From an optimization exercise on the open Yosys and OpenROAD flow, aimed at small area, a short achievable clock period and few clock cycles per item; shortcuts taken in it are not production practice. Where RTL was checked, it was by simulation tests only, not by an equivalence proof against the original. Power and IR drop assume default switching activity.

==> module pixel_frame_statistics_unit, before the edit <==
module pixel_frame_statistics_unit #(
    parameter int MAX_WIDTH  = 4096,
    parameter int MAX_HEIGHT = 4096
) (
    input  logic        i_clk,
    input  logic        i_rst_n,
    input  logic        i_cfg_we,
    input  logic [12:0] i_cfg_wdata,
    input  logic        i_pix_valid,
    output logic        o_pix_ready,
    input  logic [24:0] i_pix,
    output logic        o_rpt_valid,
    input  logic        i_rpt_ready,
    output logic [50:0] o_rpt
);
    logic [11:0] r_wm1;
    logic [11:0] r_col, r_row;
    logic [11:0] n_col;
    logic        r_first;               
    logic        r_ready;               
    logic        r_rep;                 
    logic [1:0]  r_kind;
    logic        r_last;                
    logic [23:0] r_bpos, r_dpos;        
    logic [23:0] r_bpix, r_dpix;        
    logic [9:0]  r_bsum, r_dsum;
    logic [23:0] r_max, r_min;          
    logic        p_valid;               
    logic [24:0] p_pix;
    logic [9:0]  p_sum;
    logic        p_wrap;                
    logic        accept, fold, taken;
    logic [9:0]  sum;
    logic        upd_b, upd_d;
    logic [2:0]  upd_max, upd_min;
    assign o_pix_ready = r_ready;
    assign accept      = i_pix_valid && r_ready;
    assign fold        = p_valid;
    assign taken       = r_rep && i_rpt_ready;
    assign o_rpt_valid = r_rep;
    assign o_rpt       = {r_kind, r_bpos, r_bpix, r_last};
    function automatic logic gt_tree(input logic [15:0] a, input logic [15:0] b, input int n);
        logic [15:0] g, e;
        for (int i = 0; i < 16; i++) begin
            g[i] = (i < n) && a[i] && !b[i];
            e[i] = (i >= n) || !(a[i] ^ b[i]);
        end
        for (int d = 1; d < 16; d = d * 2) begin
            for (int i = 0; i + d < 16; i = i + 2 * d) begin
                g[i] = g[i + d] || (e[i + d] && g[i]);
                e[i] = e[i + d] && e[i];
            end
        end
        gt_tree = g[0];
    endfunction
    always_comb begin : b_sum
        logic [7:0] x, y, z;
        logic [8:0] cs, cc;             
        logic [8:0] g, p, gp;
        x  = i_pix[24:17];
        y  = i_pix[16:9];
        z  = i_pix[8:1];
        cs = {1'b0, x ^ y ^ z};
        cc = {(x & y) | (x & z) | (y & z), 1'b0};
        g  = cs & cc;
        p  = cs ^ cc;
        gp = p;
        for (int d = 1; d < 9; d = d * 2) begin
            for (int i = 8; i >= d; i--) begin
                g[i]  = g[i] | (gp[i] & g[i - d]);
                gp[i] = gp[i] & gp[i - d];
            end
        end
        sum[0]   = p[0];
        sum[8:1] = p[8:1] ^ g[7:0];
        sum[9]   = g[8];
    end
    always_comb begin
        n_col = r_col;
        if (fold) begin
            if (p_pix[0] || p_wrap) n_col = '0;
            else                    n_col = r_col + 12'd1;
        end
    end
    always_ff @(posedge i_clk) begin
        p_pix  <= i_pix;
        p_sum  <= sum;
        if (fold && (p_pix[0] || p_wrap)) p_wrap <= r_wm1 == 12'd0;
        else p_wrap <= r_col >= r_wm1 || (fold && r_col + 12'd1 == r_wm1);
        if (!i_rst_n) p_valid <= 1'b0;
        else          p_valid <= accept;
    end
    always_ff @(posedge i_clk) begin
        if (!i_rst_n) begin
            r_wm1 <= 12'd639;
        end else if (i_cfg_we) begin
            if (i_cfg_wdata[12])
                r_wm1 <= 12'd4095;
            else if (i_cfg_wdata[11:0] == 12'd0)
                r_wm1 <= 12'd0;
            else
                r_wm1 <= i_cfg_wdata[11:0] - 12'd1;
        end
    end
    always_ff @(posedge i_clk) begin
        if (!i_rst_n) begin
            r_col   <= '0;
            r_row   <= '0;
            r_first <= 1'b1;
            r_ready <= 1'b1;
            r_rep   <= 1'b0;
            r_kind  <= 2'd0;
            r_last  <= 1'b0;
        end else begin
            r_col <= n_col;
            if (taken) begin
                r_kind <= r_kind + 2'd1;
                r_last <= r_kind == 2'd2;
                if (r_last) begin
                    r_rep   <= 1'b0;
                    r_ready <= 1'b1;
                end
            end
            if (accept && i_pix[0]) r_ready <= 1'b0;
            if (fold) begin
                r_first <= p_pix[0];
                if (p_pix[0]) begin
                    r_row <= '0;
                    r_rep <= 1'b1;
                end else if (p_wrap && r_row != 12'd4095) begin
                    r_row <= r_row + 12'd1;
                end
            end
        end
    end
    assign upd_b = fold && (r_first || gt_tree(16'(p_sum), 16'(r_bsum), 10));
    assign upd_d = fold && (r_first || gt_tree(16'(r_dsum), 16'(p_sum), 10));
    for (genvar i = 0; i < 3; i++) begin : g_ch
        assign upd_max[i] = fold && (r_first || gt_tree(16'(p_pix[8*i+1 +: 8]), 16'(r_max[8*i +: 8]), 8));
        assign upd_min[i] = fold && (r_first || gt_tree(16'(r_min[8*i +: 8]), 16'(p_pix[8*i+1 +: 8]), 8));
    end
    always_ff @(posedge i_clk) begin
        if (r_rep) begin
            if (i_rpt_ready) begin
                r_bpos <= r_dpos;
                r_bpix <= r_dpix;
                r_dpos <= '0;
                r_dpix <= r_max;
                r_max  <= r_min;
            end
        end else begin
            if (upd_b) begin
                r_bpos <= {r_col, r_row};
                r_bpix <= p_pix[24:1];
                r_bsum <= p_sum;
            end
            if (upd_d) begin
                r_dpos <= {r_col, r_row};
                r_dpix <= p_pix[24:1];
                r_dsum <= p_sum;
            end
            for (int i = 0; i < 3; i++) begin
                if (upd_max[i]) r_max[8*i +: 8] <= p_pix[8*i+1 +: 8];
                if (upd_min[i]) r_min[8*i +: 8] <= p_pix[8*i+1 +: 8];
            end
        end
    end
endmodule
Settings: LEC_CHECK=0, ABC_AREA=1, CAP_MARGIN=20, CORE_MARGIN=2, CORE_UTILIZATION=65, CTS_BUF_LIST=sky130_fd_sc_hd__clkbuf_16, CTS_CLUSTER_DIAMETER=80, CTS_CLUSTER_SIZE=20, PLACE_DENSITY=0.8, SETUP_SLACK_MARGIN=2.5, SLEW_MARGIN=20; clock period 4.5 ns.
run.sh (not shown) runs the stock make flow with config.mk's settings and CLKGATE_MAP_FILE= SYNTH_SCRIPT=/design/flow/synth_recipe.tcl, a recipe that flattens the netlist after the stock synthesis.
==> next run, changes <==
--- a/flow/design.v
+++ b/flow/design.v
@@ -85,8 +85,9 @@
     always_ff @(posedge i_clk) begin
         p_pix  <= i_pix;
         p_sum  <= sum;
-        if (fold && (p_pix[0] || p_wrap)) p_wrap <= r_wm1 == 12'd0;
-        else p_wrap <= r_col >= r_wm1 || (fold && r_col + 12'd1 == r_wm1);
+        if (!fold)                   p_wrap <= r_col >= r_wm1;
+        else if (p_pix[0] || p_wrap) p_wrap <= r_wm1 == 12'd0;
+        else                         p_wrap <= 13'(r_col) + 13'd1 >= 13'(r_wm1);
         if (!i_rst_n) p_valid <= 1'b0;
         else          p_valid <= accept;
     end
Effect: The changed run finished clean. Count of clock-buffer cells in the layout is unchanged. Sequential power barely changes. Cell count rose by 1.9%. Routed wire length decreases by 12%. Worst setup slack gets better by 180 ps. Final area fell by 0.80%. Clock power is lower by about 3%. Power fell by 4.5%. Combinational power decreases by about 20%. Die area climbs by 1.7%.
Testbench counts after the change, summed over its fixed seeds: cycles 32,687, pixels 31,687.
The RTL of the first run of this note was laid out without a check of its function.

what the ideal ports hide:
No port has a modelled driver above. Below, the same layouts with a new extraction and two added sets of constraints. Step 1 assumes that a clkbuf_16 drives the clock port and a buf_2 every other input. Step 2, shift: input delay + t, output delay - t, t = (earliest + latest rising clock arrival at the registers) / 2. This alone moves slack from input paths to output paths. a / b / c = ideal ports / drivers / drivers and shift; a / b = the first two.
| run | shift t [ns] | setup slack, ns | hold WS [ns] | cell pins on the clock port's net |
|---|---|---|---|---|
| the first run | 0.533 | 2.045 / 2.055 / 1.522 | 0.477 / 0.477 / 0.477 | 1 |
| the second run | 0.536 | 2.224 / 2.227 / 1.692 | 0.475 / 0.475 / 0.475 | 1 |
After both steps setup and hold are still met in every run listed. For the second run, which loses most, drivers alone change the setup slack by +0.003 ns; drivers and shift together by -0.532 ns.
